Background: an optimization exercise with open tools, aiming at small area, a short achievable clock period and few clock cycles. Do not read the settings as production practice. In this exercise RTL edits were held to simulation tests only and were not proved equivalent to the original. Power is estimated from default activity; no workload was simulated.

===== flow/run.sh =====
#!/bin/bash
# synth_recipe.tcl (not shown) runs the flow's synth.tcl, then flattens the netlist and writes it again
# the make line also repeats each setting of config.mk as NAME=value (left out here)
make -C /OpenROAD-flow-scripts/flow DESIGN_CONFIG=/design/flow/config.mk WORK_HOME=/design/flow/orfs CLKGATE_MAP_FILE= SYNTH_SCRIPT=/design/flow/synth_recipe.tcl finish

===== flow/config.mk =====
export PLATFORM = sky130hd
export DESIGN_NAME = ipdc_top
export DESIGN_NICKNAME = ipdc_top
export VERILOG_FILES = /design/flow/design.v
export SDC_FILE = /design/flow/constraint.sdc
export NUM_CORES = 4
export LEC_CHECK = 0
export CAP_MARGIN = 20
export CORE_MARGIN = 2
export CORE_UTILIZATION = 60
export CTS_BUF_LIST = sky130_fd_sc_hd__clkbuf_16
export CTS_CLUSTER_DIAMETER = 55
export CTS_CLUSTER_SIZE = 32
export PLACE_DENSITY = 0.7
export SETUP_SLACK_MARGIN = 3.3
export SLEW_MARGIN = 20

===== flow/constraint.sdc =====
create_clock -name core_clock -period 5.5 [get_ports {i_clk}]
set_input_delay 1.1000 -clock core_clock [delete_from_list [all_inputs] [get_ports {i_clk}]]
set_output_delay 1.1000 -clock core_clock [all_outputs]
set_load 0.01 [all_outputs]

===== flow/design.v =====
`default_nettype none
package ipdc_pkg;
	localparam int unsigned IMG_DIM          = 8;
	localparam int unsigned WIN_DIM          = 4;
	localparam int unsigned IMG_PIXELS       = IMG_DIM * IMG_DIM;
	localparam int unsigned WIN_PIXELS       = WIN_DIM * WIN_DIM;
	localparam int unsigned MAX_ORIGIN_COORD = IMG_DIM - WIN_DIM;
	localparam int unsigned ZOOM_ORIGIN      = 2 * IMG_DIM + 2;
	localparam int unsigned CHROMA_OFFSET    = 1024;
	typedef logic [7:0] channel_t;
	typedef struct packed {
		channel_t b;
		channel_t g;
		channel_t r;
	} pixel_t;
	typedef logic [5:0] pix_addr_t;
	typedef logic [3:0] win_idx_t;
	typedef enum logic [2:0] {
		OP_LOAD    = 3'd0,
		OP_RIGHT   = 3'd1,
		OP_DOWN    = 3'd2,
		OP_DEFAULT = 3'd3,
		OP_ZOOM    = 3'd4,
		OP_MEDIAN  = 3'd5,
		OP_YCBCR   = 3'd6,
		OP_RGB     = 3'd7
	} op_mode_e;
endpackage
`default_nettype wire
`default_nettype none
module image_buffer (
	input  logic             i_clk,
	input  logic             i_wr0,       
	input  logic             i_wr32,      
	input  ipdc_pkg::pixel_t i_wr_data,
	input  logic [15:0]      i_sel,       
	output ipdc_pkg::pixel_t o_tap_data
);
	logic [23:0] ring [64];
	always_ff @(posedge i_clk) begin
		ring[0]  <= i_wr0  ? i_wr_data : ring[63];
		ring[32] <= i_wr32 ? i_wr_data : ring[31];
		for (int p = 1; p < 64; p++) begin
			if (p != 32) ring[p] <= ring[p-1];
		end
	end
	logic [23:0] tap_and [16];
	for (genvar k = 0; k < 16; k++) begin : g_tap
		assign tap_and[k] = ring[4*k+1] & {24{i_sel[k]}};
	end
	assign o_tap_data = tap_and[0] | tap_and[1] | tap_and[2] | tap_and[3]
		| tap_and[4] | tap_and[5] | tap_and[6] | tap_and[7]
		| tap_and[8] | tap_and[9] | tap_and[10] | tap_and[11]
		| tap_and[12] | tap_and[13] | tap_and[14] | tap_and[15];
endmodule
`default_nettype wire
`default_nettype none
module window_origin (
	input  logic [2:0] i_op,
	input  logic [2:0] i_row,
	input  logic [2:0] i_col,
	output logic [2:0] o_row,
	output logic [2:0] o_col
);
	always_comb begin
		o_row = i_row;
		o_col = i_col;
		case (i_op)
			3'd1: if (i_col != 3'd4) o_col = i_col + 3'd1;
			3'd2: if (i_row != 3'd4) o_row = i_row + 3'd1;
			3'd3: begin o_row = 3'd0; o_col = 3'd0; end
			3'd4: begin o_row = 3'd2; o_col = 3'd2; end
			default: ;
		endcase
	end
endmodule
`default_nettype wire
`default_nettype none
module op_ctrl (
	input  logic             i_clk,
	input  logic             i_rst_n,
	input  logic             i_op_valid,
	input  logic [2:0]       i_op_mode,
	input  logic             i_in_valid,
	input  ipdc_pkg::pixel_t i_in_data,
	output logic             o_in_ready,
	output logic             o_wr0,
	output logic             o_wr32,
	output ipdc_pkg::pixel_t o_wr_data,
	output logic             o_rd_valid,    
	output logic             o_rd_ycc,      
	output logic [15:0]      o_sel          
);
	logic        rdy;
	logic        ld_act;
	logic        ld_go;
	logic        img_valid;
	logic [5:0]  pcnt;
	logic [5:0]  ph;
	logic [5:0]  u;          
	logic [5:0]  sd;         
	logic [15:0] selc;       
	logic        pvlast;
	logic        xv;
	logic        yv;
	logic [2:0]  xm;
	logic [2:0]  ym;
	logic        xr;         
	logic        xd;         
	logic        xf;         
	logic        xz;         
	logic        xl;         
	logic        xc;         
	logic [2:0]  xm_n;
	logic        yr;         
	logic        yd;
	logic        yf;
	logic        yz;
	logic        yl;
	logic        yc;
	logic [3:0]  uoh;        
	logic [3:0]  phoh;       
	logic        seq_act;
	logic [3:0]  n;
	logic [15:0] sel;        
	logic        s1_v;
	logic        s1_pix;
	logic        s1_ycc;
	logic        ymode;
	logic [2:0]  org_r;
	logic [2:0]  org_c;
	logic        r_sat;      
	logic        c_sat;      
	logic        op_acc;
	logic        pix_acc;
	logic        enq;
	logic        p_last;
	logic [2:0]  nr;
	logic [2:0]  nc;
	logic        h_disp;
	logic        h_mode;
	logic        h_load;
	logic        aligned;
	logic [3:0]  tap0;
	logic        start;
	logic        pop;
	logic        w0;
	logic        at32;
	logic        xv_n;
	logic        yv_n;
	logic        ld_act_n;
	logic        ld_go_n;
	logic        pix_rdy;
	logic        safe0;
	logic [15:0] oh_u;
	logic [15:0] oh_ph;
	logic [15:0] sel0;
	logic        rdy_hold;
	logic        rdy_enq;
	logic        rdy_load;
	assign op_acc  = i_op_valid & rdy & ~ld_act;
	assign pix_acc = i_in_valid & rdy & ld_act;
	assign enq     = op_acc & (i_op_mode != 3'd5);    
	assign p_last  = pcnt == 6'd63;
	assign w0      = pix_acc & (pcnt == 6'd0);         
	assign at32    = (pcnt != 6'd0) & (sd == 6'd31);
	window_origin u_window_origin (
		.i_op  (xm),
		.i_row (org_r),
		.i_col (org_c),
		.o_row (nr),
		.o_col (nc)
	);
	assign h_disp = xr | xd | xf | xz;
	assign h_mode = xc;
	assign h_load = xl;
	assign aligned = (xr & (c_sat ? uoh[0] : uoh[1]))
		| (xd & uoh[0])
		| (xf & phoh[0])
		| (xz & phoh[2]);
	always_comb begin
		tap0 = u[5:2];
		if (xd & ~r_sat) tap0 = u[5:2] - 4'd2;
		if (xf)          tap0 = ph[5:2];
		if (xz)          tap0 = {ph[5:4] - 2'd1, ph[3:2]};
	end
	for (genvar k = 0; k < 16; k++) begin : g_sel0
		assign oh_u[k]  = u[5:2] == 4'(k);
		assign oh_ph[k] = ph[5:2] == 4'(k);
		assign sel0[k]  = ((xr | (xd & r_sat)) & oh_u[k])
			| ((xd & ~r_sat) & oh_u[(k + 2) % 16])
			| (xf & oh_ph[k])
			| (xz & oh_ph[(k + 4) % 16]);
	end
	assign start = xv & ~seq_act & aligned;
	assign pop   = start | (xv & h_load) | (xv & ~seq_act & h_mode);
	assign xm_n = pop ? (yv ? ym : i_op_mode) : (xv ? xm : i_op_mode);
	assign xv_n = pop ? (yv | enq) : (xv | enq);
	assign yv_n = pop ? (yv & enq) : (yv | (xv & enq));
	assign ld_act_n = ld_act ? ~(pix_acc & p_last) : (op_acc & (i_op_mode == 3'd0));
	assign ld_go_n  = ld_act_n & (ld_go | (pop & h_load));
	logic [1:0] sc;
	logic [1:0] sq;
	logic [3:0] fail;
	assign sc   = n[3:2];
	assign sq   = n[1:0];
	assign selc = (sq == 2'd0) ? {sel[0], sel[15:1]} : sel;
	assign fail[0] = ~sq[1] & selc[0];
	assign fail[1] = (sc <= 2'd2) & (selc[1] | (~sq[1] & selc[2]));
	assign fail[2] = (sc <= 2'd1) & (selc[2] | selc[3] | (~sq[1] & selc[4]));
	assign fail[3] = (sc == 2'd0) & (selc[3] | selc[4] | selc[5] | (~sq[1] & selc[6]));
	assign safe0   = ~seq_act | (fail == 4'd0);
	always_comb begin
		if (!(ld_go | (pop & h_load))) begin
			pix_rdy = 1'b0;
		end else if (pcnt == 6'd0) begin
			pix_rdy = safe0;
		end else begin
			pix_rdy = ~seq_act & (sd[4:0] == 5'd30);
		end
	end
	assign rdy_hold = pop | ~yv;                        
	assign rdy_enq  = ~(pop ? yv : (yv | xv));           
	assign rdy_load = ld_act ? (pix_acc | pix_rdy)
		: (op_acc ? ((i_op_mode == 3'd0) ? 1'b0 : (i_op_mode == 3'd5) ? rdy_hold : rdy_enq)
			: rdy_hold);
	always_ff @(posedge i_clk or negedge i_rst_n) begin
		if (!i_rst_n) begin
			ld_act    <= 1'b0;
			ld_go     <= 1'b0;
			img_valid <= 1'b0;
			pcnt      <= '0;
			ph        <= '0;
			u         <= '0;
			uoh       <= 4'b0001;
			phoh      <= 4'b0001;
			pvlast    <= 1'b0;
			xv        <= 1'b0;
			yv        <= 1'b0;
			r_sat     <= 1'b0;
			c_sat     <= 1'b0;
			seq_act   <= 1'b0;
			s1_v      <= 1'b0;
			ymode     <= 1'b0;
			org_r     <= '0;
			org_c     <= '0;
		end else begin
			ld_act    <= ld_act_n;
			ld_go     <= ld_go_n;
			img_valid <= img_valid | pvlast;
			pcnt      <= pcnt + 6'(pix_acc);
			ph        <= w0 ? 6'd0 : ph + 6'd1;
			phoh      <= w0 ? 4'b0001 : {phoh[2:0], phoh[3]};
			if (w0) begin
				uoh <= 4'b0001 << 2'(2'd0 - org_c[1:0]);
			end else if (start) begin
				uoh <= 4'b0010;
			end else begin
				uoh <= {uoh[2:0], uoh[3]};
			end
			if (w0) begin
				u <= 6'd0 - {org_r, org_c};
			end else if (start) begin
				u <= {tap0, 2'b01};
			end else begin
				u <= u + 6'd1;
			end
			pvlast    <= pix_acc & p_last;
			xv        <= xv_n;
			yv        <= yv_n;
			if (start) begin
				seq_act <= 1'b1;
				r_sat   <= nr == 3'd4;
				c_sat   <= nc == 3'd4;
				s1_v    <= 1'b1;
				org_r   <= nr;
				org_c   <= nc;
			end else if (seq_act) begin
				s1_v    <= 1'b1;
				if (n == 4'd15) seq_act <= 1'b0;
			end else if (pop && h_mode) begin
				s1_v    <= 1'b1;
				ymode   <= ~xm[0];
			end else if (pvlast) begin
				s1_v    <= 1'b1;
			end else begin
				s1_v    <= 1'b0;
			end
		end
	end
	always_ff @(posedge i_clk) begin
		rdy <= rdy_load;
		if (w0) begin
			sd <= 6'd63;
		end else if (!pix_acc) begin
			sd <= sd + 6'd1;
		end
		xm <= xm_n;
		if (pop & yv) begin
			xr <= yr;
			xd <= yd;
			xf <= yf;
			xz <= yz;
			xl <= yl;
			xc <= yc;
		end else if (pop | ~xv) begin
			xr <= i_op_mode == 3'd1;
			xd <= i_op_mode == 3'd2;
			xf <= i_op_mode == 3'd3;
			xz <= i_op_mode == 3'd4;
			xl <= i_op_mode == 3'd0;
			xc <= i_op_mode[2] & i_op_mode[1];
		end
		ym <= (yv & ~pop) ? ym : i_op_mode;
		if (~yv | pop) begin
			yr <= i_op_mode == 3'd1;
			yd <= i_op_mode == 3'd2;
			yf <= i_op_mode == 3'd3;
			yz <= i_op_mode == 3'd4;
			yl <= i_op_mode == 3'd0;
			yc <= i_op_mode[2] & i_op_mode[1];
		end
		if (start) begin
			n      <= 4'd1;
			sel    <= img_valid ? sel0 : 16'd0;
			s1_pix <= 1'b1;
			s1_ycc <= ymode;
		end else if (seq_act) begin
			n      <= n + 4'd1;
			if (n[1:0] == 2'd0) begin
				sel <= {sel[0], sel[15:1]};
			end
		end else begin
			s1_pix <= 1'b0;
			sel    <= '0;
		end
	end
	assign o_in_ready  = rdy;
	assign o_wr0       = pix_acc & ~at32;
	assign o_wr32      = pix_acc & at32;
	assign o_wr_data   = i_in_data;
	assign o_rd_valid  = s1_v;
	assign o_rd_ycc    = s1_ycc & s1_pix;
	assign o_sel       = sel;
endmodule
`default_nettype wire
`default_nettype none
module color_output (
	input  logic             i_clk,
	input  logic             i_rst_n,
	input  logic             i_valid,
	input  logic             i_ycc,      
	input  ipdc_pkg::pixel_t i_pixel,
	output logic             o_out_valid,
	output ipdc_pkg::pixel_t o_out_data
);
	logic [7:0] r;
	logic [7:0] g;
	logic [7:0] b;
	logic [7:0] rn;
	logic [7:0] gn;
	logic [7:0] bn;
	logic [8:0] y_a;
	logic [8:0] y_b;
	logic       y_c;
	logic [8:0] s3_y_a;
	logic [8:0] s3_y_b;
	logic       s3_y_c;
	logic [8:0] y_s;
	logic [8:0] cb_a;
	logic [8:0] cb_b;
	logic       cb_c;
	logic [8:0] s3_cb_a;
	logic [8:0] s3_cb_b;
	logic       s3_cb_c;
	logic [8:0] cb_s;
	logic [8:0] cr_a;
	logic [8:0] cr_b;
	logic       cr_c;
	logic [8:0] s3_cr_a;
	logic [8:0] s3_cr_b;
	logic       s3_cr_c;
	logic [8:0] cr_s;
	logic t1;
	logic t2;
	logic t3;
	logic t4;
	logic t5;
	logic t6;
	logic t7;
	logic t8;
	logic t9;
	logic t10;
	logic t11;
	logic t12;
	logic t13;
	logic t14;
	logic t15;
	logic t16;
	logic t17;
	logic t18;
	logic t19;
	logic t20;
	logic t21;
	logic t22;
	logic t23;
	logic t24;
	logic t25;
	logic t26;
	logic t27;
	logic t28;
	logic t29;
	logic t30;
	logic t31;
	logic t32;
	logic t33;
	logic t34;
	logic t35;
	logic t36;
	logic t37;
	logic t38;
	logic t39;
	logic t40;
	logic t41;
	logic t42;
	logic t43;
	logic t44;
	logic t45;
	logic t46;
	logic t47;
	logic t48;
	logic t49;
	logic t50;
	logic t51;
	logic t52;
	logic t53;
	logic t54;
	logic t55;
	logic t56;
	logic t57;
	logic t58;
	logic t59;
	logic t60;
	logic t61;
	logic t62;
	logic t63;
	logic t64;
	logic t65;
	logic t66;
	logic t67;
	logic t68;
	logic t69;
	logic t70;
	logic t71;
	logic t72;
	logic t73;
	logic t74;
	logic t75;
	logic t76;
	logic t77;
	logic t78;
	logic t79;
	logic t80;
	logic t81;
	logic t82;
	logic t83;
	logic t84;
	logic t85;
	logic t86;
	logic t87;
	logic t88;
	logic t89;
	logic t90;
	logic t91;
	logic t92;
	logic t93;
	logic t94;
	logic t95;
	logic t96;
	logic t97;
	logic t98;
	logic t99;
	logic t100;
	logic t101;
	logic t102;
	logic t103;
	logic t104;
	logic t105;
	logic t106;
	logic t107;
	logic t108;
	logic t109;
	logic t110;
	logic t111;
	logic t112;
	logic t113;
	logic t114;
	logic t115;
	logic t116;
	logic t117;
	logic t118;
	logic t119;
	logic t120;
	logic t121;
	logic t122;
	logic t123;
	logic t124;
	logic t125;
	logic t126;
	logic t127;
	logic t128;
	logic t129;
	logic t130;
	logic t131;
	logic t132;
	logic t133;
	logic t134;
	logic t135;
	logic t136;
	logic t137;
	logic t138;
	logic t139;
	logic t140;
	logic t141;
	logic t142;
	logic t143;
	logic t144;
	logic t145;
	logic t146;
	logic t147;
	logic t148;
	logic t149;
	logic t150;
	logic t151;
	logic t152;
	logic t153;
	logic t154;
	logic t155;
	logic t156;
	logic t157;
	logic t158;
	logic t159;
	logic t160;
	logic t161;
	logic t162;
	logic t163;
	logic t164;
	logic t165;
	logic t166;
	logic t167;
	logic t168;
	logic t169;
	logic t170;
	logic t171;
	logic t172;
	logic t173;
	logic t174;
	logic t175;
	logic t176;
	logic t177;
	logic t178;
	logic t179;
	logic t180;
	logic t181;
	logic t182;
	logic t183;
	logic t184;
	logic t185;
	logic t186;
	logic t187;
	logic t188;
	logic t189;
	logic t190;
	logic t191;
	logic t192;
	logic t193;
	logic t194;
	logic t195;
	logic t196;
	logic t197;
	logic t198;
	logic t199;
	logic t200;
	logic t201;
	logic t202;
	logic t203;
	logic t204;
	logic t205;
	logic t206;
	logic t207;
	logic t208;
	logic t209;
	logic t210;
	logic t211;
	logic t212;
	logic t213;
	logic t214;
	logic t215;
	logic t216;
	logic t217;
	logic t218;
	logic t219;
	logic t220;
	logic t221;
	logic t222;
	logic t223;
	logic t224;
	logic t225;
	logic t226;
	logic t227;
	logic t228;
	logic t229;
	logic t230;
	logic t231;
	logic t232;
	logic t233;
	logic t234;
	logic t235;
	logic t236;
	logic t237;
	logic t238;
	logic t239;
	logic t240;
	logic t241;
	logic t242;
	logic t243;
	logic t244;
	logic t245;
	logic t246;
	logic t247;
	logic t248;
	logic t249;
	logic t250;
	logic t251;
	logic t252;
	logic t253;
	logic t254;
	logic t255;
	logic t256;
	logic t257;
	logic t258;
	logic t259;
	logic t260;
	logic t261;
	logic t262;
	logic t263;
	logic t264;
	logic t265;
	logic t266;
	logic t267;
	logic t268;
	logic t269;
	logic t270;
	logic t271;
	logic t272;
	logic t273;
	logic t274;
	logic t275;
	logic t276;
	logic t277;
	logic t278;
	logic t279;
	logic t280;
	logic t281;
	logic t282;
	logic t283;
	logic t284;
	logic t285;
	logic t286;
	logic t287;
	logic t288;
	logic t289;
	logic t290;
	logic t291;
	logic t292;
	logic t293;
	logic t294;
	logic t295;
	logic t296;
	logic t297;
	logic t298;
	logic t299;
	logic t300;
	logic t301;
	logic t302;
	logic t303;
	logic t304;
	logic t305;
	logic t306;
	logic t307;
	logic t308;
	logic t309;
	logic t310;
	logic t311;
	logic t312;
	logic t313;
	logic t314;
	logic t315;
	logic t316;
	logic t317;
	logic t318;
	logic t319;
	logic t320;
	logic t321;
	logic t322;
	logic t323;
	logic t324;
	logic t325;
	logic t326;
	logic t327;
	logic t328;
	logic t329;
	logic t330;
	logic t331;
	logic t332;
	logic t333;
	assign r  = i_pixel[7:0];
	assign g  = i_pixel[15:8];
	assign b  = i_pixel[23:16];
	assign rn = ~r;
	assign gn = ~g;
	assign bn = ~b;
	always_comb begin
		t1 = r[1] ^ g[0];
		t2 = r[1] & g[0];
		t3 = r[2] ^ g[1];
		t4 = r[2] & g[1];
		t5 = r[3] ^ g[2];
		t6 = r[3] & g[2];
		t7 = r[4] ^ g[3];
		t8 = r[4] & g[3];
		t9 = r[5] ^ g[4];
		t10 = r[5] & g[4];
		t11 = r[6] ^ g[5];
		t12 = r[6] & g[5];
		t13 = t1 ^ g[2];
		t14 = t1 & g[2];
		t15 = t2 ^ t3 ^ g[3];
		t16 = (t2 & t3) | (t2 & g[3]) | (t3 & g[3]);
		t17 = t4 ^ t5 ^ g[4];
		t18 = (t4 & t5) | (t4 & g[4]) | (t5 & g[4]);
		t19 = t6 ^ t7 ^ g[5];
		t20 = (t6 & t7) | (t6 & g[5]) | (t7 & g[5]);
		t21 = t8 ^ t9 ^ g[6];
		t22 = (t8 & t9) | (t8 & g[6]) | (t9 & g[6]);
		t23 = t10 ^ t11 ^ g[7];
		t24 = (t10 & t11) | (t10 & g[7]) | (t11 & g[7]);
		t25 = t12 ^ r[7] ^ g[6];
		t26 = (t12 & r[7]) | (t12 & g[6]) | (r[7] & g[6]);
		t27 = r[0] & g[1];
		t28 = r[0] ^ g[1];
		t29 = t13 & 1'b1;
		t30 = t13 ^ 1'b1;
		t31 = t28 & g[0];
		t32 = t29 | (t30 & t27);
		t33 = t30 & t28;
		y_a = {1'b0, 1'b0, t26, t24, t22, t20, t18, t16, t14};
		y_b = {1'b0, 1'b0, g[7], t25, t23, t21, t19, t17, t15};
		y_c = t32;
		t34 = b[0] ^ rn[2];
		t35 = b[0] & rn[2];
		t36 = b[1] ^ rn[3];
		t37 = b[1] & rn[3];
		t38 = b[2] ^ rn[4];
		t39 = b[2] & rn[4];
		t40 = b[3] ^ rn[5];
		t41 = b[3] & rn[5];
		t42 = b[4] ^ rn[6];
		t43 = b[4] & rn[6];
		t44 = b[5] ^ rn[7];
		t45 = b[5] & rn[7];
		t46 = b[6] ^ gn[7];
		t47 = b[6] & gn[7];
		t48 = rn[1] ^ gn[0];
		t49 = rn[1] & gn[0];
		t50 = ~(t34 ^ gn[1]);
		t51 = t34 | gn[1];
		t52 = t35 ^ t36 ^ gn[2];
		t53 = (t35 & t36) | (t35 & gn[2]) | (t36 & gn[2]);
		t54 = t37 ^ t38 ^ gn[3];
		t55 = (t37 & t38) | (t37 & gn[3]) | (t38 & gn[3]);
		t56 = t39 ^ t40 ^ gn[4];
		t57 = (t39 & t40) | (t39 & gn[4]) | (t40 & gn[4]);
		t58 = t41 ^ t42 ^ gn[5];
		t59 = (t41 & t42) | (t41 & gn[5]) | (t42 & gn[5]);
		t60 = t43 ^ t44 ^ gn[6];
		t61 = (t43 & t44) | (t43 & gn[6]) | (t44 & gn[6]);
		t62 = ~(t45 ^ t46);
		t63 = t45 | t46;
		t64 = t47 ^ b[7];
		t65 = t47 & b[7];
		t66 = rn[0] & 1'b1;
		t67 = rn[0] ^ 1'b1;
		t68 = t48 & 1'b1;
		t69 = t48 ^ 1'b1;
		t70 = t49 & t50;
		t71 = t49 ^ t50;
		t72 = t68 | (t69 & t66);
		t73 = t69 & t67;
		t74 = t70 | (t71 & t68);
		t75 = t71 & t69;
		t76 = t74 | (t75 & t66);
		cb_a = {1'b0, t65, t63, t61, t59, t57, t55, t53, t51};
		cb_b = {1'b0, 1'b0, t64, t62, t60, t58, t56, t54, t52};
		cb_c = t76;
		t77 = r[1] ^ gn[2];
		t78 = r[1] & gn[2];
		t79 = r[2] ^ gn[3];
		t80 = r[2] & gn[3];
		t81 = r[3] ^ gn[4];
		t82 = r[3] & gn[4];
		t83 = r[4] ^ gn[5];
		t84 = r[4] & gn[5];
		t85 = r[5] ^ gn[6];
		t86 = r[5] & gn[6];
		t87 = r[0] ^ gn[1];
		t88 = r[0] & gn[1];
		t89 = t77 ^ gn[3] ^ bn[3];
		t90 = (t77 & gn[3]) | (t77 & bn[3]) | (gn[3] & bn[3]);
		t91 = t78 ^ t79 ^ gn[4];
		t92 = (t78 & t79) | (t78 & gn[4]) | (t79 & gn[4]);
		t93 = t80 ^ t81 ^ gn[5];
		t94 = (t80 & t81) | (t80 & gn[5]) | (t81 & gn[5]);
		t95 = t82 ^ t83 ^ gn[6];
		t96 = (t82 & t83) | (t82 & gn[6]) | (t83 & gn[6]);
		t97 = t84 ^ t85 ^ gn[7];
		t98 = (t84 & t85) | (t84 & gn[7]) | (t85 & gn[7]);
		t99 = t86 ^ r[6];
		t100 = t86 & r[6];
		t101 = gn[0] ^ gn[1];
		t102 = gn[0] & gn[1];
		t103 = t87 ^ gn[2] ^ bn[2];
		t104 = (t87 & gn[2]) | (t87 & bn[2]) | (gn[2] & bn[2]);
		t105 = ~(t88 ^ t89);
		t106 = t88 | t89;
		t107 = t90 ^ t91 ^ bn[4];
		t108 = (t90 & t91) | (t90 & bn[4]) | (t91 & bn[4]);
		t109 = t92 ^ t93 ^ bn[5];
		t110 = (t92 & t93) | (t92 & bn[5]) | (t93 & bn[5]);
		t111 = t94 ^ t95 ^ bn[6];
		t112 = (t94 & t95) | (t94 & bn[6]) | (t95 & bn[6]);
		t113 = t96 ^ t97 ^ bn[7];
		t114 = (t96 & t97) | (t96 & bn[7]) | (t97 & bn[7]);
		t115 = t98 ^ t99 ^ gn[7];
		t116 = (t98 & t99) | (t98 & gn[7]) | (t99 & gn[7]);
		t117 = t100 ^ r[7];
		t118 = t100 & r[7];
		t119 = gn[0] & bn[0];
		t120 = gn[0] ^ bn[0];
		t121 = t101 & bn[1];
		t122 = t101 ^ bn[1];
		t123 = t102 & t103;
		t124 = t102 ^ t103;
		t125 = t121 | (t122 & t119);
		t126 = t122 & t120;
		t127 = t123 | (t124 & t121);
		t128 = t124 & t122;
		t129 = t127 | (t128 & t119);
		cr_a = {1'b0, t118, t116, t114, t112, t110, t108, t106, t104};
		cr_b = {1'b0, 1'b0, t117, t115, t113, t111, t109, t107, t105};
		cr_c = t129;
	end
	logic s3_v;
	always_ff @(posedge i_clk or negedge i_rst_n) begin
		if (!i_rst_n) begin
			s3_v <= 1'b0;
		end else begin
			s3_v <= i_valid;
		end
	end
	always_ff @(posedge i_clk) begin
		o_out_valid <= s3_v;
		s3_y_a <= i_ycc ? y_a : {1'b0, r};
		s3_y_b <= i_ycc ? y_b : 9'd0;
		s3_y_c <= i_ycc & y_c;
		s3_cb_a <= i_ycc ? cb_a : {1'b0, g};
		s3_cb_b <= i_ycc ? cb_b : 9'd0;
		s3_cb_c <= i_ycc & cb_c;
		s3_cr_a <= i_ycc ? cr_a : {1'b0, b};
		s3_cr_b <= i_ycc ? cr_b : 9'd0;
		s3_cr_c <= i_ycc & cr_c;
	end
	always_comb begin
		t130 = s3_y_a[0] & s3_y_b[0];
		t131 = s3_y_a[0] ^ s3_y_b[0];
		t132 = s3_y_a[1] & s3_y_b[1];
		t133 = s3_y_a[1] ^ s3_y_b[1];
		t134 = s3_y_a[2] & s3_y_b[2];
		t135 = s3_y_a[2] ^ s3_y_b[2];
		t136 = s3_y_a[3] & s3_y_b[3];
		t137 = s3_y_a[3] ^ s3_y_b[3];
		t138 = s3_y_a[4] & s3_y_b[4];
		t139 = s3_y_a[4] ^ s3_y_b[4];
		t140 = s3_y_a[5] & s3_y_b[5];
		t141 = s3_y_a[5] ^ s3_y_b[5];
		t142 = s3_y_a[6] & s3_y_b[6];
		t143 = s3_y_a[6] ^ s3_y_b[6];
		t144 = s3_y_a[7] & s3_y_b[7];
		t145 = s3_y_a[7] ^ s3_y_b[7];
		t146 = s3_y_a[8] & s3_y_b[8];
		t147 = s3_y_a[8] ^ s3_y_b[8];
		t148 = t130 | (t131 & s3_y_c);
		t149 = t132 | (t133 & t130);
		t150 = t133 & t131;
		t151 = t134 | (t135 & t132);
		t152 = t135 & t133;
		t153 = t136 | (t137 & t134);
		t154 = t137 & t135;
		t155 = t138 | (t139 & t136);
		t156 = t139 & t137;
		t157 = t140 | (t141 & t138);
		t158 = t141 & t139;
		t159 = t142 | (t143 & t140);
		t160 = t143 & t141;
		t161 = t144 | (t145 & t142);
		t162 = t145 & t143;
		t163 = t146 | (t147 & t144);
		t164 = t147 & t145;
		t165 = t149 | (t150 & s3_y_c);
		t166 = t151 | (t152 & t148);
		t167 = t153 | (t154 & t149);
		t168 = t154 & t150;
		t169 = t155 | (t156 & t151);
		t170 = t156 & t152;
		t171 = t157 | (t158 & t153);
		t172 = t158 & t154;
		t173 = t159 | (t160 & t155);
		t174 = t160 & t156;
		t175 = t161 | (t162 & t157);
		t176 = t162 & t158;
		t177 = t163 | (t164 & t159);
		t178 = t164 & t160;
		t179 = t167 | (t168 & s3_y_c);
		t180 = t169 | (t170 & t148);
		t181 = t171 | (t172 & t165);
		t182 = t173 | (t174 & t166);
		t183 = t175 | (t176 & t167);
		t184 = t176 & t168;
		t185 = t177 | (t178 & t169);
		t186 = t178 & t170;
		t187 = t183 | (t184 & s3_y_c);
		t188 = t185 | (t186 & t148);
		t189 = t131 ^ s3_y_c;
		t190 = t133 ^ t148;
		t191 = t135 ^ t165;
		t192 = t137 ^ t166;
		t193 = t139 ^ t179;
		t194 = t141 ^ t180;
		t195 = t143 ^ t181;
		t196 = t145 ^ t182;
		t197 = t147 ^ t187;
		y_s = {t197, t196, t195, t194, t193, t192, t191, t190, t189};
		t198 = s3_cb_a[0] & s3_cb_b[0];
		t199 = s3_cb_a[0] ^ s3_cb_b[0];
		t200 = s3_cb_a[1] & s3_cb_b[1];
		t201 = s3_cb_a[1] ^ s3_cb_b[1];
		t202 = s3_cb_a[2] & s3_cb_b[2];
		t203 = s3_cb_a[2] ^ s3_cb_b[2];
		t204 = s3_cb_a[3] & s3_cb_b[3];
		t205 = s3_cb_a[3] ^ s3_cb_b[3];
		t206 = s3_cb_a[4] & s3_cb_b[4];
		t207 = s3_cb_a[4] ^ s3_cb_b[4];
		t208 = s3_cb_a[5] & s3_cb_b[5];
		t209 = s3_cb_a[5] ^ s3_cb_b[5];
		t210 = s3_cb_a[6] & s3_cb_b[6];
		t211 = s3_cb_a[6] ^ s3_cb_b[6];
		t212 = s3_cb_a[7] & s3_cb_b[7];
		t213 = s3_cb_a[7] ^ s3_cb_b[7];
		t214 = s3_cb_a[8] & s3_cb_b[8];
		t215 = s3_cb_a[8] ^ s3_cb_b[8];
		t216 = t198 | (t199 & s3_cb_c);
		t217 = t200 | (t201 & t198);
		t218 = t201 & t199;
		t219 = t202 | (t203 & t200);
		t220 = t203 & t201;
		t221 = t204 | (t205 & t202);
		t222 = t205 & t203;
		t223 = t206 | (t207 & t204);
		t224 = t207 & t205;
		t225 = t208 | (t209 & t206);
		t226 = t209 & t207;
		t227 = t210 | (t211 & t208);
		t228 = t211 & t209;
		t229 = t212 | (t213 & t210);
		t230 = t213 & t211;
		t231 = t214 | (t215 & t212);
		t232 = t215 & t213;
		t233 = t217 | (t218 & s3_cb_c);
		t234 = t219 | (t220 & t216);
		t235 = t221 | (t222 & t217);
		t236 = t222 & t218;
		t237 = t223 | (t224 & t219);
		t238 = t224 & t220;
		t239 = t225 | (t226 & t221);
		t240 = t226 & t222;
		t241 = t227 | (t228 & t223);
		t242 = t228 & t224;
		t243 = t229 | (t230 & t225);
		t244 = t230 & t226;
		t245 = t231 | (t232 & t227);
		t246 = t232 & t228;
		t247 = t235 | (t236 & s3_cb_c);
		t248 = t237 | (t238 & t216);
		t249 = t239 | (t240 & t233);
		t250 = t241 | (t242 & t234);
		t251 = t243 | (t244 & t235);
		t252 = t244 & t236;
		t253 = t245 | (t246 & t237);
		t254 = t246 & t238;
		t255 = t251 | (t252 & s3_cb_c);
		t256 = t253 | (t254 & t216);
		t257 = t199 ^ s3_cb_c;
		t258 = t201 ^ t216;
		t259 = t203 ^ t233;
		t260 = t205 ^ t234;
		t261 = t207 ^ t247;
		t262 = t209 ^ t248;
		t263 = t211 ^ t249;
		t264 = t213 ^ t250;
		t265 = t215 ^ t255;
		cb_s = {t265, t264, t263, t262, t261, t260, t259, t258, t257};
		t266 = s3_cr_a[0] & s3_cr_b[0];
		t267 = s3_cr_a[0] ^ s3_cr_b[0];
		t268 = s3_cr_a[1] & s3_cr_b[1];
		t269 = s3_cr_a[1] ^ s3_cr_b[1];
		t270 = s3_cr_a[2] & s3_cr_b[2];
		t271 = s3_cr_a[2] ^ s3_cr_b[2];
		t272 = s3_cr_a[3] & s3_cr_b[3];
		t273 = s3_cr_a[3] ^ s3_cr_b[3];
		t274 = s3_cr_a[4] & s3_cr_b[4];
		t275 = s3_cr_a[4] ^ s3_cr_b[4];
		t276 = s3_cr_a[5] & s3_cr_b[5];
		t277 = s3_cr_a[5] ^ s3_cr_b[5];
		t278 = s3_cr_a[6] & s3_cr_b[6];
		t279 = s3_cr_a[6] ^ s3_cr_b[6];
		t280 = s3_cr_a[7] & s3_cr_b[7];
		t281 = s3_cr_a[7] ^ s3_cr_b[7];
		t282 = s3_cr_a[8] & s3_cr_b[8];
		t283 = s3_cr_a[8] ^ s3_cr_b[8];
		t284 = t266 | (t267 & s3_cr_c);
		t285 = t268 | (t269 & t266);
		t286 = t269 & t267;
		t287 = t270 | (t271 & t268);
		t288 = t271 & t269;
		t289 = t272 | (t273 & t270);
		t290 = t273 & t271;
		t291 = t274 | (t275 & t272);
		t292 = t275 & t273;
		t293 = t276 | (t277 & t274);
		t294 = t277 & t275;
		t295 = t278 | (t279 & t276);
		t296 = t279 & t277;
		t297 = t280 | (t281 & t278);
		t298 = t281 & t279;
		t299 = t282 | (t283 & t280);
		t300 = t283 & t281;
		t301 = t285 | (t286 & s3_cr_c);
		t302 = t287 | (t288 & t284);
		t303 = t289 | (t290 & t285);
		t304 = t290 & t286;
		t305 = t291 | (t292 & t287);
		t306 = t292 & t288;
		t307 = t293 | (t294 & t289);
		t308 = t294 & t290;
		t309 = t295 | (t296 & t291);
		t310 = t296 & t292;
		t311 = t297 | (t298 & t293);
		t312 = t298 & t294;
		t313 = t299 | (t300 & t295);
		t314 = t300 & t296;
		t315 = t303 | (t304 & s3_cr_c);
		t316 = t305 | (t306 & t284);
		t317 = t307 | (t308 & t301);
		t318 = t309 | (t310 & t302);
		t319 = t311 | (t312 & t303);
		t320 = t312 & t304;
		t321 = t313 | (t314 & t305);
		t322 = t314 & t306;
		t323 = t319 | (t320 & s3_cr_c);
		t324 = t321 | (t322 & t284);
		t325 = t267 ^ s3_cr_c;
		t326 = t269 ^ t284;
		t327 = t271 ^ t301;
		t328 = t273 ^ t302;
		t329 = t275 ^ t315;
		t330 = t277 ^ t316;
		t331 = t279 ^ t317;
		t332 = t281 ^ t318;
		t333 = t283 ^ t323;
		cr_s = {t333, t332, t331, t330, t329, t328, t327, t326, t325};
	end
	always_ff @(posedge i_clk) begin
		o_out_data[7:0]   <= y_s[8]  ? 8'hff : y_s[7:0];
		o_out_data[15:8]  <= cb_s[8] ? 8'hff : cb_s[7:0];
		o_out_data[23:16] <= cr_s[8] ? 8'hff : cr_s[7:0];
	end
endmodule
`default_nettype wire
`default_nettype none
module ipdc_top (
	input  logic             i_clk,
	input  logic             i_rst_n,
	input  logic             i_op_valid,
	input  logic [2:0]       i_op_mode,
	input  logic             i_in_valid,
	input  ipdc_pkg::pixel_t i_in_data,
	output logic             o_in_ready,
	output logic             o_out_valid,
	output ipdc_pkg::pixel_t o_out_data
);
	logic             wr0;
	logic             wr32;
	ipdc_pkg::pixel_t wr_data;
	logic             rd_valid;
	logic             rd_ycc;
	logic [15:0]      sel;
	ipdc_pkg::pixel_t tap_data;
	logic             s2_v;
	logic             s2_ycc;
	ipdc_pkg::pixel_t s2_d;
	op_ctrl u_op_ctrl (
		.i_clk       (i_clk),
		.i_rst_n     (i_rst_n),
		.i_op_valid  (i_op_valid),
		.i_op_mode   (i_op_mode),
		.i_in_valid  (i_in_valid),
		.i_in_data   (i_in_data),
		.o_in_ready  (o_in_ready),
		.o_wr0       (wr0),
		.o_wr32      (wr32),
		.o_wr_data   (wr_data),
		.o_rd_valid  (rd_valid),
		.o_rd_ycc    (rd_ycc),
		.o_sel       (sel)
	);
	image_buffer u_image_buffer (
		.i_clk      (i_clk),
		.i_wr0      (wr0),
		.i_wr32     (wr32),
		.i_wr_data  (wr_data),
		.i_sel      (sel),
		.o_tap_data (tap_data)
	);
	always_ff @(posedge i_clk or negedge i_rst_n) begin
		if (!i_rst_n) begin
			s2_v   <= 1'b0;
			s2_ycc <= 1'b0;
		end else begin
			s2_v   <= rd_valid;
			s2_ycc <= rd_ycc;
		end
	end
	always_ff @(posedge i_clk) begin
		s2_d <= tap_data;
	end
	color_output u_color_output (
		.i_clk       (i_clk),
		.i_rst_n     (i_rst_n),
		.i_valid     (s2_v),
		.i_ycc       (s2_ycc),
		.i_pixel     (s2_d),
		.o_out_valid (o_out_valid),
		.o_out_data  (o_out_data)
	);
endmodule
`default_nettype wire

==> results of run 1 <==
kinds of logic after synthesis:
family / after synthesis / share of synthesized area [%]
flip-flops: 1726 / 82.22
multiplexers: 76 / 2.153
AO/OA/AOI/OAI: 383 / 6.827
buffers and inverters: 164 / 1.570
XOR/XNOR: 29 / 0.5955
adder cells (fa/ha/maj): 99 / 3.344
AND/OR/NAND/NOR: 281 / 3.289
worst max path at each step:
stage	start	end	slack, ns	depth (start not counted)
after floorplan	i_in_valid	u_image_buffer.ring[32][10]	3.35	6
after global placement	i_in_valid	u_image_buffer.ring[32][22]	1.79	6
after detailed placement	i_in_valid	u_image_buffer.ring[32][7]	1.77	6
after CTS	u_op_ctrl.rdy	o_in_ready	3.23	1
after global routing	u_op_ctrl.org_c[0]	u_op_ctrl.c_sat	3.20	8
final	u_op_ctrl.rdy	o_in_ready	3.28	1
routing by layer:
layer	track usage, %	vias to the layer above
met4	6.295	0
met5	0	-
li1	-	9531
met2	33.67	485
met3	3.098	136
met1	30.16	9879
sequential cells by signal, summed over array words and instances, names as in the netlist, 8 cells and up:
signal / flops
u_color_output.s3_cr_a: 8
s2_d: 24
u_color_output.s3_y_a: 8
u_color_output.s3_cb_a: 8
u_image_buffer.ring: 1536
u_color_output.o_out_data: 24
u_op_ctrl.sel: 16
cell usage in the layout, fill, tap and decap left out, drive strengths merged, types with 7 or more instances in the layout:
master	count
dfxtp	1652
inv	122
a22o	106
a221oi	96
clkbuf	92
nand2	86
ha	74
mux2	66
buf	61
o21ai	60
nor2	57
dfrtp	44
a21oi	43
clkdlybuf4s50	29
edfxtp	28
nand4	27
clkinv	26
fa	25
nor2b	24
nand3	22
and2	19
xor2	17
o22ai	14
xnor2	12
mux2i	10
nand2b	10
nor3	10
or2	10
a22oi	7
a31oi	7
o21a	7
a21o	7
layout make-up:
type | count | area share [%]
sequential | 1726 | 73.46
multi-input combinational | 871 | 14.72
clock buffer | 92 | 4.820
tap | 940 | 2.462
clock inverter | 71 | 2.266
timing repair buffer | 90 | 1.608
inverter | 82 | 0.6549
antenna | 1 | 0.005239
through the flow:
stage | power [mW] | util, % | std cells
detailed placement | 16.65 | 62.96 | 3690
finish | 24.54 | 68.09 | 3873
floorplan | 15.69 | - | 2758
global route | 25.46 | 68.08 | 3872
CTS | 24.59 | 67.85 | 3863
global placement | 16.53 | 62.96 | 3690
power groups by stage:
| stage | Clock [mW] | Combinational [mW] | Sequential (mW) |
|---|---|---|---|
| 2_1_floorplan | 0 | 1.55 | 14.1 |
| 3_3_place_gp | 0 | 2.04 | 14.5 |
| 3_5_place_dp | 0 | 2.12 | 14.5 |
| 4_1_cts | 8.19 | 2.14 | 14.3 |
| 5_1_grt | 8.66 | 2.45 | 14.4 |
| 6_report | 8.05 | 2.24 | 14.2 |
repair_timing:
item	4_1_cts	5_1_grt
cloned	1	2
buffers inserted	9	7
hold endpoints to repair	0	0
pin swaps	2	2
gates resized for setup	127	23
setup endpoints to repair	99	81
worst reg2reg max path, stage by stage (launching register included):
cell      delay (ns)
edfxtp_1        0.87
buf_4           0.46
a221oi_1        0.40
nand4_1         0.25
==> flow_summary_export.csv, run 1 <==
group,metric,value,unit
run_status,status,"complete, no violations",
setup_path,cpMaxStageDelayCell,"dfxtp_4",
cells_and_area,drive_gt1_share,11.60,%
synthesis,async_reset_ff_share,2.665,%
pwr,swShare,27.21,%
setup_path,cp-end-kind,"output port",
routing,drc,0,
routing,vias,20031,
die,dieArea,73230,um2
global_route,antenna_found_initial,1,
cts,hold_buffers,0,
global_route,grt_pass1_wl,118.7,mm
pwr,pwr-share-seq,58.1,%
place,postPlaceCellArea,44170,um2
global_route,grt_pass1_vias,20291,
setup_path,r2r_end,"s2_d[15]",
timing,fin_ws,3.275,ns
cells_and_area,fin_nets,2991,
timing,fin_crit,2.225,ns
synthesis,yosys-top-cells-count,"dfxtp_1, a22o_1, a221oi_1, nand2_1, inv_1",
synthesis,yosys.area.top_type,"dfxtp_1",
cells_and_area,finalInstanceArea,47760,um2
timing,whs,0.3121,ns
cts,cts-root-buf,"clkbuf_16",
timing,final.period_utilization,40.45,%
synthesis,syn_nets,2888,
pwr,p_int,17.86,mW
setup_path,critPathArrivalTime,1.12,ns
cells_and_area,areaGrowthSynthToFinish,11.99,%
synthesis,synth-seq-cells,1726,
routing,vias_per_cell,5.172,
routing,wl_per_cell,19.89,um
timing,final_hold_viol_count,0,
setup_path,reg2regPathDepth,3,
global_route,grt_overflow,0,
die,start_util,60.80,%
cts,cts_buffer_depth,3,
cells_and_area,fill_cells,4769,
synthesis,ys_warn_count,7,
timing,setup_tns,0,ns
setup_path,cp.buffers_inverters,1,
cts,cts.clk_slew.worst_paths,0.11,ns
cts,cts_sinks,1726,
synthesis,synth_edf_count,28,
synthesis,yosysMostFrequentCell,"dfxtp_1",
pwr,peakVddDrop,0.0003277,V
worst_hold_path,min_to,"u_image_buffer.ring[61][19]",
worst_hold_path,holdCritStartpoint,"u_image_buffer.ring[60][19]",
routing,drtIter0Drc,1393,
synthesis,yosysUniqueCellTypes,73,
place,gp_routability_congestion,0.8371,
setup_path,crit_required,4.40,ns
setup_path,start_kind,"flop",
timing,rsz0062_at_grt,"yes",
die,core,70150,um2
routing,route.layer.met1.wl,36.34,mm
timing,slew_violations,0,
timing,worstMarginPinSlew,1.196,ns
setup_path,crit_fanout,2,
setup_path,cp_cell_sequence,"buf_6",
routing,wl_met2,35.46,mm
pwr,power_frac_comb,9.1,%
die,fp.dieW,270.6,um
worst_hold_path,hold_path.class,"flop to flop",
pwr,p_per_area,513.7,nW/um2
setup_path,path_class,"flop to output port",
routing,drt_pass1_iterations,5,
place,dp_hpwl,45.95,mm
routing,top_layer,"met4",
die,die_h,270.6,um
pwr,switchingPower,6.675,mW
cts,cts_tree,"yes",
routing,routed-wl-met3,3.533,mm
synthesis,synth.avg_cell_area,15.46,um2
cts,htree_levels,3,
cts,clkLatencyLatePin,0.67,ns
timing,slew_headroom,20.28,%
setup_path,reg2reg_slack,3.34,ns
die,boundaryPins,57,
cts,cts_buffers,90,
synthesis,synth.area.top_cells,"dfxtp_1, dfrtp_1, a22o_1",
pwr,p_leak,19.30,nW
cells_and_area,seq_area,35090,um2
routing,routed_wl,77.05,mm
die,rows,97,
global_route,grt_max_degree,68,
routing,antenna_left,0,
synthesis,synth_top_area_share,77.55,%
pwr,p_clk_share,32.8,%
synthesis,syn_area,42650,um2
timing,clock.fmax,449.5,MHz
place,place_ws,1.768,ns
setup_path,critPathMaxStageDelay,0.36,ns
cells_and_area,multi_input_comb_area,7032,um2
timing,fin_worst_skew,0.03173,ns
global_route,grt_usage,21.11,%
setup_path,r2r_start,"u_op_ctrl.sel[15]",
synthesis,ys_seq_area_share,82.22,%
place,io_buffers,56,
setup_path,crit_family,"flip-flops",
worst_hold_path,hold_depth,0,
synthesis,synth-main-ff-cell,"dfxtp_1",
run,drv_cap,0,
timing,setup_viol,0,
synthesis,syn-instance-count,2758,
Testbench counts, summed over its fixed seeds: cycles 6,749.
==> inputs of run 2 (changes only) <==
--- a/flow/config.mk
+++ b/flow/config.mk
@@ -12,5 +12,5 @@
 export CTS_CLUSTER_DIAMETER = 55
 export CTS_CLUSTER_SIZE = 32
 export PLACE_DENSITY = 0.7
-export SETUP_SLACK_MARGIN = 3.3
+export SETUP_SLACK_MARGIN = 3.4
 export SLEW_MARGIN = 20
==> flow_summary_export.csv, run 2 <==
group,metric,value,unit
synthesis,synth.avg_cell_area,15.46,um2
place,post-place-cells,3691,
synthesis,async_reset_ff_share,2.665,%
die,boundaryPins,57,
worst_hold_path,hold_path.class,"flop to flop",
cells_and_area,fin_nets,2997,
routing,routed_wl,77.27,mm
cts,cts.clk_slew.worst_paths,0.11,ns
setup_path,crit_required,4.40,ns
global_route,antenna_found_initial,3,
setup_path,critPathMaxStageDelay,0.35,ns
routing,drtIter0Drc,1306,
setup_path,cpMaxStageDelayCell,"dfxtp_4",
cts,cts_buffer_depth,3,
cells_and_area,final_cell_mix,"dfxtp_1, a22o_1, a221oi_1, clkbuf_16, nand2_1",
cells_and_area,largest_register_ffs,1536,
pwr,p_leak,19.36,nW
timing,setup_tns,0,ns
cells_and_area,final_common_cell,"dfxtp_1",
setup_path,crit_fanout,2,
routing,wl_per_cell,19.96,um
synthesis,ys_warn_count,7,
die,rows,97,
setup_path,critPathArrivalTime,1.12,ns
pwr,power_frac_comb,10.0,%
die,fp.dieW,270.6,um
run,drv_cap,0,
pwr,pwr-share-seq,58.1,%
setup_path,path_class,"flop to output port",
cells_and_area,reg_top3,"u_image_buffer.ring: 1536 flops, s2_d: 24 flops, u_color_output.o_out_data: 24 flops",
synthesis,ys_seq_area_share,82.22,%
setup_path,cp_cell_sequence,"buf_6",
timing,final.period_utilization,40.29,%
cells_and_area,final_cell_count_no_fill,3872,
global_route,grt_pass1_vias,20136,
timing,clock.fmax,451.3,MHz
cells_and_area,antenna_cells,0,
setup_path,cp-end-kind,"output port",
global_route,grt_max_degree,68,
cts,cts_buffers,87,
synthesis,syn_nets,2888,
timing,fin_worst_skew,0.03157,ns
synthesis,yosysMostFrequentCell,"dfxtp_1",
die,die_h,270.6,um
global_route,grt_pass1_wl,118.4,mm
synthesis,yosysUniqueCellTypes,73,
routing,drt_pass1_iterations,5,
cts,cts_sinks,1726,
routing,vias,19860,
global_route,grt_overflow,0,
synthesis,yosys-top-cells-count,"dfxtp_1, a22o_1, a221oi_1, nand2_1, inv_1",
die,core,70150,um2
setup_path,crit_family,"flip-flops",
pwr,p_int,17.94,mW
timing,whs,0.3090,ns
cells_and_area,areaGrowthSynthToFinish,11.99,%
timing,worstMarginPinSlew,0.8869,ns
synthesis,yosys.area.top_type,"dfxtp_1",
timing,slew_violations,0,
routing,antenna_left,0,
routing,vias_per_cell,5.129,
pwr,swShare,26.94,%
place,dp_hpwl,45.53,mm
place,gp_routability_congestion,0.8352,
pwr,peakVddDrop,0.0003519,V
cells_and_area,largest-register,"u_image_buffer.ring",
routing,drc,0,
synthesis,synth_top_area_share,77.55,%
synthesis,synth-main-ff-cell,"dfxtp_1",
synthesis,synth.area.top_cells,"dfxtp_1, dfrtp_1, a22o_1",
timing,setup_viol,0,
global_route,grt_usage,21.08,%
place,io_buffers,56,
die,start_util,60.80,%
cts,clkLatencyLatePin,0.67,ns
cells_and_area,drive_gt1_share,11.83,%
die,dieArea,73230,um2
run_status,status,"complete, no violations",
cts,cts-root-buf,"clkbuf_16",
timing,final_hold_viol_count,0,
pwr,p_clk_share,31.9,%
synthesis,synth_edf_count,28,
timing,fin_crit,2.216,ns
setup_path,start_kind,"flop",
synthesis,syn-instance-count,2758,
synthesis,syn_area,42650,um2
cells_and_area,fill_cells,4756,
synthesis,synth-seq-cells,1726,
timing,slew_headroom,40.79,%
pwr,switchingPower,6.615,mW
cts,cts_tree,"yes",
pwr,p_per_area,514.1,nW/um2
setup_path,cp.buffers_inverters,1,
cts,htree_levels,3,
timing,rsz0062_at_grt,"yes",
pwr,p_total,24.55,mW
==> run 2: cell count changes in the layout (fill, tap and decap cells not counted), moves of 4 or more <==
cell / delta
mux2_4: +7
clkinv_8: -8
inv_2: +4
inv_16: -4
mux2_2: -7
buf_4: +8
==> run 2: cells by family after synthesis <==
kind of cell | share of synthesized area, %
simple gates | 3.289
buf+inv | 1.570
compound gates | 6.827
fa+ha+maj | 3.344
flops | 82.22
xor+xnor | 0.5955
mux | 2.153
==> run 2: cell type report <==
class,instances,area (um2),share of cell area [%]
sequential,1726,35090,73.46
multi-input combinational,870,7102,14.87
clock buffer,90,2252,4.715
tap,940,1176,2.462
clock inverter,64,959.7,2.009
timing repair buffer,100,872.1,1.826
inverter,82,312.8,0.6549
==> run 2: path summary, 6_finish.rpt <==
path | start | to | slack (ns) | depth (start not counted)
max | u_op_ctrl.rdy | o_in_ready | 3.28 | 1
min | u_image_buffer.ring[28][19] | u_image_buffer.ring[29][19] | 0.31 | 0
max reg2reg | u_op_ctrl.xd | u_op_ctrl.xm[2] | 3.43 | 6
min reg2reg | u_image_buffer.ring[28][19] | u_image_buffer.ring[29][19] | 0.31 | 0
max in group asynchronous | i_rst_n | u_op_ctrl.org_c[1] | 4.60 | 1
min in group asynchronous | i_rst_n | u_op_ctrl.ph[4] | 0.44 | 1
==> run 2: per-stage QoR <==
stage	worst slack, ns	utilization [%]	area [um2]
6_report	3.284	68.09	47760
5_1_grt	3.246	68.09	47760
4_1_cts	3.240	67.68	47480
3_5_place_dp	2.073	62.98	44180
3_3_place_gp	2.084	62.98	44180
2_1_floorplan	3.408	-	42670
==> run 2: worst reg2reg max path: stages (launching register included) <==
cell,delay (ns)
edfxtp_1,0.41
a222oi_1,0.50
o21ai_4,0.16
nor2_4,0.14
o21bai_4,0.11
nand3_4,0.19
mux2_4,0.32
==> run 2: power groups by stage <==
stage	combinational, mW	clock [mW]	sequential (mW)
after global routing	2.72	8.43	14.4
after global placement	2.02	0	14.5
final	2.46	7.83	14.3
after CTS	2.33	7.95	14.3
after detailed placement	2.09	0	14.6
after floorplan	1.55	0	14.1
==> run 2: repair_timing <==
action,in CTS,in global routing
resized for setup,132,50
setup endpoints to repair,116,118
pin swaps,5,6
hold buffers,0,0
buffers inserted,14,10
cloned,2,1
==> run 2: routing by layer <==
layer	track usage [%]	wire length (um)	up-vias
met4	5.161	1447	0
met3	3.231	3135	120
li1	-	-	9547
met5	0	0	-
met2	33.98	35880	419
met1	30.17	36810	9774
==> inputs of run 3 (changes only) <==
--- a/flow/config.mk
+++ b/flow/config.mk
@@ -10,7 +10,7 @@
 export CORE_UTILIZATION = 60
 export CTS_BUF_LIST = sky130_fd_sc_hd__clkbuf_16
 export CTS_CLUSTER_DIAMETER = 55
-export CTS_CLUSTER_SIZE = 32
+export CTS_CLUSTER_SIZE = 34
 export PLACE_DENSITY = 0.7
 export SETUP_SLACK_MARGIN = 3.4
 export SLEW_MARGIN = 20
==> flow_summary_export.csv, run 3 <==
group,metric,value,unit
place,dp_hpwl,45.53,mm
synthesis,async_reset_ff_share,2.665,%
timing,clock.fmax,451.0,MHz
cells_and_area,final_common_cell,"dfxtp_1",
timing,fin_ws,3.283,ns
setup_path,cp_cell_sequence,"buf_6",
timing,fin_worst_skew,0.03397,ns
timing,setup_viol,0,
routing,antenna_left,0,
synthesis,yosysUniqueCellTypes,73,
setup_path,crit_fanout,2,
global_route,grt_pass1_wl,118.0,mm
place,io_buffers,56,
die,boundaryPins,57,
setup_path,path_class,"flop to output port",
die,core,70150,um2
cells_and_area,largest_register_ffs,1536,
die,fp.dieW,270.6,um
timing,fin_crit,2.217,ns
synthesis,syn-instance-count,2758,
global_route,grt_overflow,0,
global_route,antenna_found_initial,3,
cts,hold_buffers,0,
synthesis,ys_seq_area_share,82.22,%
setup_path,cp-end-kind,"output port",
die,die_h,270.6,um
timing,final_hold_viol_count,0,
synthesis,yosys.area.top_type,"dfxtp_1",
cells_and_area,areaGrowthSynthToFinish,12.34,%
global_route,grt_max_degree,68,
die,start_util,60.80,%
cts,htree_levels,3,
cells_and_area,finalInstanceArea,47910,um2
cts,clkLatencyLatePin,0.68,ns
timing,setup_tns,0,ns
synthesis,syn_area,42650,um2
synthesis,synth-main-ff-cell,"dfxtp_1",
cts,cts_buffer_depth,3,
run,drv_cap,0,
global_route,grt_usage,20.98,%
setup_path,critPathArrivalTime,1.12,ns
cells_and_area,fill_cells,4741,
setup_path,cp.buffers_inverters,1,
worst_hold_path,hold_path.class,"flop to flop",
cts,cts_tree,"yes",
synthesis,synth.area.top_cells,"dfxtp_1, dfrtp_1, a22o_1",
setup_path,critPathMaxStageDelay,0.35,ns
synthesis,synth-seq-cells,1726,
synthesis,syn_nets,2888,
pwr,p_per_area,511.7,nW/um2
synthesis,yosys-top-cells-count,"dfxtp_1, a22o_1, a221oi_1, nand2_1, inv_1",
timing,slew_violations,0,
cells_and_area,largest-register,"u_image_buffer.ring",
setup_path,start_kind,"flop",
setup_path,crit_family,"flip-flops",
setup_path,cpMaxStageDelayCell,"dfxtp_4",
cells_and_area,reg_top3,"u_image_buffer.ring: 1536 flops, s2_d: 24 flops, u_color_output.o_out_data: 24 flops",
routing,drc,0,
cells_and_area,fin_nets,3002,
synthesis,synth.avg_cell_area,15.46,um2
routing,wl_per_cell,19.82,um
timing,final.period_utilization,40.31,%
setup_path,crit_required,4.40,ns
place,place_ws,2.073,ns
timing,slew_headroom,40.13,%
routing,route.layer.met1.wl,36.74,mm
pwr,p_total,24.52,mW
cts,cts-root-buf,"clkbuf_16",
synthesis,ys_warn_count,7,
routing,vias,19833,
routing,vias_per_cell,5.105,
cts,cts_buffers,87,
synthesis,yosysMostFrequentCell,"dfxtp_1",
timing,rsz0062_at_grt,"yes",
cts,cts.clk_slew.worst_paths,0.12,ns
synthesis,synth_edf_count,28,
routing,routed-wl-met3,3.191,mm
die,rows,97,
routing,routed_wl,76.99,mm
synthesis,synth_top_area_share,77.55,%
cells_and_area,final_cell_mix,"dfxtp_1, a22o_1, a221oi_1, clkbuf_16, nand2_1",
timing,worstMarginPinSlew,0.8968,ns
place,gp_routability_congestion,0.8352,
routing,drt_pass1_iterations,5,
routing,drtIter0Drc,1286,
cells_and_area,drive_gt1_share,12.03,%
routing,top_layer,"met4",
pwr,p_leak,19.42,nW
routing,wl_met2,35.52,mm
cts,cts_sinks,1726,
die,dieArea,73230,um2
run_status,status,"complete, no violations",
global_route,grt_pass1_vias,20105,
place,postPlaceCellArea,44180,um2
pwr,peakVddDrop,0.0003484,V
[run 3: cell type report]
cell class	instances	area, um2	area share, %
Antenna cell	2	5.005	0.01045
Timing Repair Buffer	105	909.6	1.899
Inverter	82	312.8	0.6529
Tap cell	940	1176	2.455
Clock inverter	70	1065	2.222
Sequential cell	1726	35090	73.24
Multi-Input combinational cell	870	7102	14.82
Clock buffer	90	2252	4.701
[run 3: power breakdown]
group	leakage, nW	total (mW)	switching [mW]	internal (mW)
Combinational	3.58	2.36	1.48	0.872
Sequential	14.2	14.2	0.681	13.5
Clock	1.61	7.94	4.49	3.45
Total	19.4	24.5	6.66	17.9
[run 3: cell families after synthesis]
logic type | Yosys count | synth area share, %
compound gates | 383 | 6.827
fa+ha+maj | 99 | 3.344
simple gates | 281 | 3.289
flops | 1726 | 82.22
mux | 76 | 2.153
buf+inv | 164 | 1.570
xor+xnor | 29 | 0.5955
[run 3: per-layer routing]
layer  vias to the layer above  GRT usage, %
met3                       113         2.973
met2                       425         33.67
met1                      9752         30.12
met4                         0         5.627
met5                         -             0
li1                       9543             -
[run 3: per-stage QoR]
stage | util [%] | hold slack, ns | cells
final | 68.30 | 0.3042 | 3885
after global routing | 68.29 | 0.3031 | 3883
after CTS | 67.83 | 0.3133 | 3866
after detailed placement | 62.98 | 0.3121 | 3691
after global placement | 62.98 | 0.3098 | 3691
after floorplan | - | 0.3096 | 2758
[run 3: repair_timing]
item / in CTS / in global routing
buffers inserted: 13 / 16
endpoints found under the hold margin: 0 / 0
endpoints found under the setup margin: 114 / 121
gates cloned: 2 / 1
pin swaps: 5 / 8
gates resized for setup: 131 / 48
[run 3: worst paths after layout]
kind / startpoint / to / slack, ns / cells past startpoint
worst max-delay path: u_op_ctrl.rdy / o_in_ready / 3.28 / 1
worst min-delay path: u_image_buffer.ring[28][19] / u_image_buffer.ring[29][19] / 0.30 / 0
worst max register to register: u_op_ctrl.xd / u_op_ctrl.xm[2] / 3.38 / 6
worst min register to register: u_image_buffer.ring[28][19] / u_image_buffer.ring[29][19] / 0.30 / 0
max in group asynchronous: i_rst_n / u_op_ctrl.org_c[1] / 4.61 / 1
min in group asynchronous: i_rst_n / u_op_ctrl.ph[4] / 0.44 / 1
==> inputs of run 4 (changes only) <==
--- a/flow/config.mk
+++ b/flow/config.mk
@@ -9,8 +9,8 @@
 export CORE_MARGIN = 2
 export CORE_UTILIZATION = 60
 export CTS_BUF_LIST = sky130_fd_sc_hd__clkbuf_16
-export CTS_CLUSTER_DIAMETER = 55
-export CTS_CLUSTER_SIZE = 34
+export CTS_CLUSTER_DIAMETER = 50
+export CTS_CLUSTER_SIZE = 40
 export PLACE_DENSITY = 0.7
 export SETUP_SLACK_MARGIN = 3.4
 export SLEW_MARGIN = 20
==> flow_summary_export.csv, run 4 <==
group,metric,value,unit
routing,drc,0,
die,rows,97,
routing,vias_per_cell,5.103,
synthesis,synth.area.top_cells,"dfxtp_1, dfrtp_1, a22o_1",
place,gp_routability_congestion,0.8352,
global_route,grt_use_met3,3.488,%
synthesis,synth_edf_count,28,
synthesis,yosysMostFrequentCell,"dfxtp_1",
timing,worstMarginPinSlew,0.8531,ns
global_route,grt_pass1_wl,120.5,mm
die,start_util,60.80,%
setup_path,path_class,"flop to output port",
routing,drtIter0Drc,1279,
synthesis,synth_top_area_share,77.55,%
cells_and_area,multi_input_comb_area,7064,um2
die,boundaryPins,57,
setup_path,crit_required,4.40,ns
setup_path,crit_family,"flip-flops",
routing,routed_wl,78.14,mm
synthesis,synth-main-ff-cell,"dfxtp_1",
setup_path,start_kind,"flop",
synthesis,ys_warn_count,7,
setup_path,reg2regPathDepth,4,
cts,clkLatencyLatePin,0.69,ns
setup_path,critPathMaxStageDelay,0.36,ns
cells_and_area,final_common_cell,"dfxtp_1",
timing,clock.fmax,446.1,MHz
place,postPlaceCellArea,44180,um2
cts,cts_buffer_depth,3,
setup_path,critPathArrivalTime,1.14,ns
synthesis,ys_seq_area_share,82.22,%
cells_and_area,reg_top3,"u_image_buffer.ring: 1536 flops, s2_d: 24 flops, u_color_output.o_out_data: 24 flops",
die,die_h,270.6,um
routing,wl_per_cell,19.92,um
synthesis,syn_nets,2888,
synthesis,yosys.area.top_type,"dfxtp_1",
synthesis,yosys-top-cells-count,"dfxtp_1, a22o_1, a221oi_1, nand2_1, inv_1",
die,fp.dieW,270.6,um
timing,rsz0062_at_grt,"yes",
cts,cts_tree,"yes",
cts,htree_levels,3,
timing,setup_tns,0,ns
setup_path,cp-end-kind,"output port",
routing,drt_pass1_iterations,5,
timing,final.period_utilization,40.75,%
timing,final_hold_viol_count,0,
run_status,status,"complete, no violations",
place,io_buffers,56,
setup_path,cpMaxStageDelayCell,"dfxtp_4",
synthesis,synth-seq-cells,1726,
synthesis,synth.avg_cell_area,15.46,um2
timing,slew_violations,0,
routing,antenna_left,0,
synthesis,syn-instance-count,2758,
pwr,p_leak,19.79,nW
die,core,70150,um2
global_route,grt_pass1_vias,20595,
cells_and_area,areaGrowthSynthToFinish,14.27,%
timing,fin_worst_skew,0.03585,ns
cells_and_area,fill_cells,4593,
cells_and_area,finalInstanceArea,48730,um2
timing,slew_headroom,43.13,%
cells_and_area,largest_register_ffs,1536,
cells_and_area,seq_area,35090,um2
cells_and_area,fin_util,69.47,%
pwr,p_per_area,529.3,nW/um2
global_route,gr-max-usage-layer,"met2",
global_route,grt_usage,21.46,%
cts,cts_buffers,104,
worst_hold_path,hold_path.class,"flop to flop",
cells_and_area,largest-register,"u_image_buffer.ring",
synthesis,async_reset_ff_share,2.665,%
global_route,use_met2,34.79,%
setup_path,cp.buffers_inverters,1,
cells_and_area,drive_gt1_share,13.41,%
routing,vias,20021,
die,dieArea,73230,um2
setup_path,crit_fanout,2,
global_route,grtUsageMet1,30.10,%
timing,setup_viol,0,
global_route,grt_overflow,0,
cts,hold_buffers,0,
synthesis,yosysUniqueCellTypes,73,
run,drv_cap,0,
cts,cts_sinks,1726,
cts,cts.clk_slew.worst_paths,0.10,ns
setup_path,cp_cell_sequence,"buf_6",
global_route,grt_max_degree,68,
pwr,peakVddDrop,0.0002902,V
cells_and_area,antenna_cells,0,
synthesis,syn_area,42650,um2
setup_path,reg2reg_slack,3.47,ns
setup_path,cp.depth,1,
cts,cts-root-buf,"clkbuf_16",
timing,fin_crit,2.241,ns
global_route,antenna_found_initial,5,
place,dp_hpwl,45.53,mm
cells_and_area,fin_nets,3021,
worst_hold_path,hold_depth,0,
cells_and_area,final_cell_mix,"dfxtp_1, a22o_1, clkbuf_16, a221oi_1, nand2_1",
## run 4: cell counts after synthesis
No cell type changed its count.
## run 4: per-stage QoR
step	hold slack [ns]	cells	power, mW	worst slack [ns]
after CTS	0.3000	3905	25.79	3.231
after floorplan	0.3096	2758	15.69	3.408
after detailed placement	0.3121	3691	16.65	2.073
after global routing	0.2962	3923	26.77	3.222
after global placement	0.3098	3691	16.53	2.084
final	0.3084	3923	25.80	3.259
## run 4: final timing paths
path                                       startpoint                         end
max                                     u_op_ctrl.rdy                  o_in_ready
min                        u_image_buffer.ring[19][4]  u_image_buffer.ring[20][4]
max reg2reg                         u_op_ctrl.sel[11]                     s2_d[4]
max in group asynchronous                     i_rst_n          u_op_ctrl.org_c[0]
min reg2reg                u_image_buffer.ring[19][4]  u_image_buffer.ring[20][4]
min in group asynchronous                     i_rst_n             u_op_ctrl.ph[4]
## run 4: cells by family (layout without fill, tap and decap cells)
| family | count (synthesis) | after routing | share of synthesized area [%] |
|---|---|---|---|
| xor+xnor | 29 | 29 | 0.5955 |
| buf+inv | 164 | 387 | 1.570 |
| mux | 76 | 76 | 2.153 |
| fa+ha+maj | 99 | 99 | 3.344 |
| simple gates | 281 | 283 | 3.289 |
| flops | 1726 | 1726 | 82.22 |
| compound gates | 383 | 383 | 6.827 |
## run 4: layout make-up
class | count | share of cell area, %
multi-input combinational | 870 | 14.50
clock buffer | 106 | 5.443
clock inverter | 92 | 3.127
sequential | 1726 | 72.00
tap | 940 | 2.413
timing repair buffer | 107 | 1.872
inverter | 82 | 0.6470
## run 4: where the power goes
group	switching, mW	internal (mW)	leakage, nW
clock network	5.00	4.22	2.00
registers	0.644	13.5	14.2
logic	1.51	0.878	3.56
## run 4: timing repair
action | 4_1_cts | 5_1_grt
resized for setup | 129 | 40
endpoints found under the setup margin | 119 | 110
setup buffers | 15 | 17
cloned | 1 | 1
pin swaps | 2 | 9
## run 4: routing by layer
metal / vias up / wire length (um)
met5: - / 13
met4: 2 / 1486
met3: 114 / 3515
met2: 416 / 36670
met1: 9865 / 36450
li1: 9624 / -

==> what the ideal ports hide <==
No port has a modelled driver above. Below, the same layouts with a new extraction and two added sets of constraints.
Step 1 assumes that a clkbuf_16 drives the clock port and a buf_2 every other input.
Step 2 also shifts input and output timing later by t, the mid clock arrival at the registers, as if the neighbouring blocks saw the same clock.
a / b / c = ideal ports / drivers / drivers and shift; a / b = the first two.
run	shift t [ns]	setup WS [ns]	hold slack, ns	worst setup path at the end	worst slew at a driven data input, ns
run 1	0.724	3.275 / 3.210 / 2.650	0.312 / 0.312 / 0.312	input to register	0.09
run 2	0.720	3.284 / 3.216 / 2.888	0.309 / 0.309 / 0.309	input to register	0.08
run 3	0.720	3.283 / 3.220 / 2.882	0.304 / 0.304 / 0.304	input to register	0.08
run 4	0.742	3.259 / 3.193 / 2.692	0.308 / 0.308 / 0.308	input to register	0.08
After both steps every run listed still meets setup and hold. The setup slack of run 1, which loses most, moves by -0.065 ns with the drivers and by -0.625 ns with both steps.
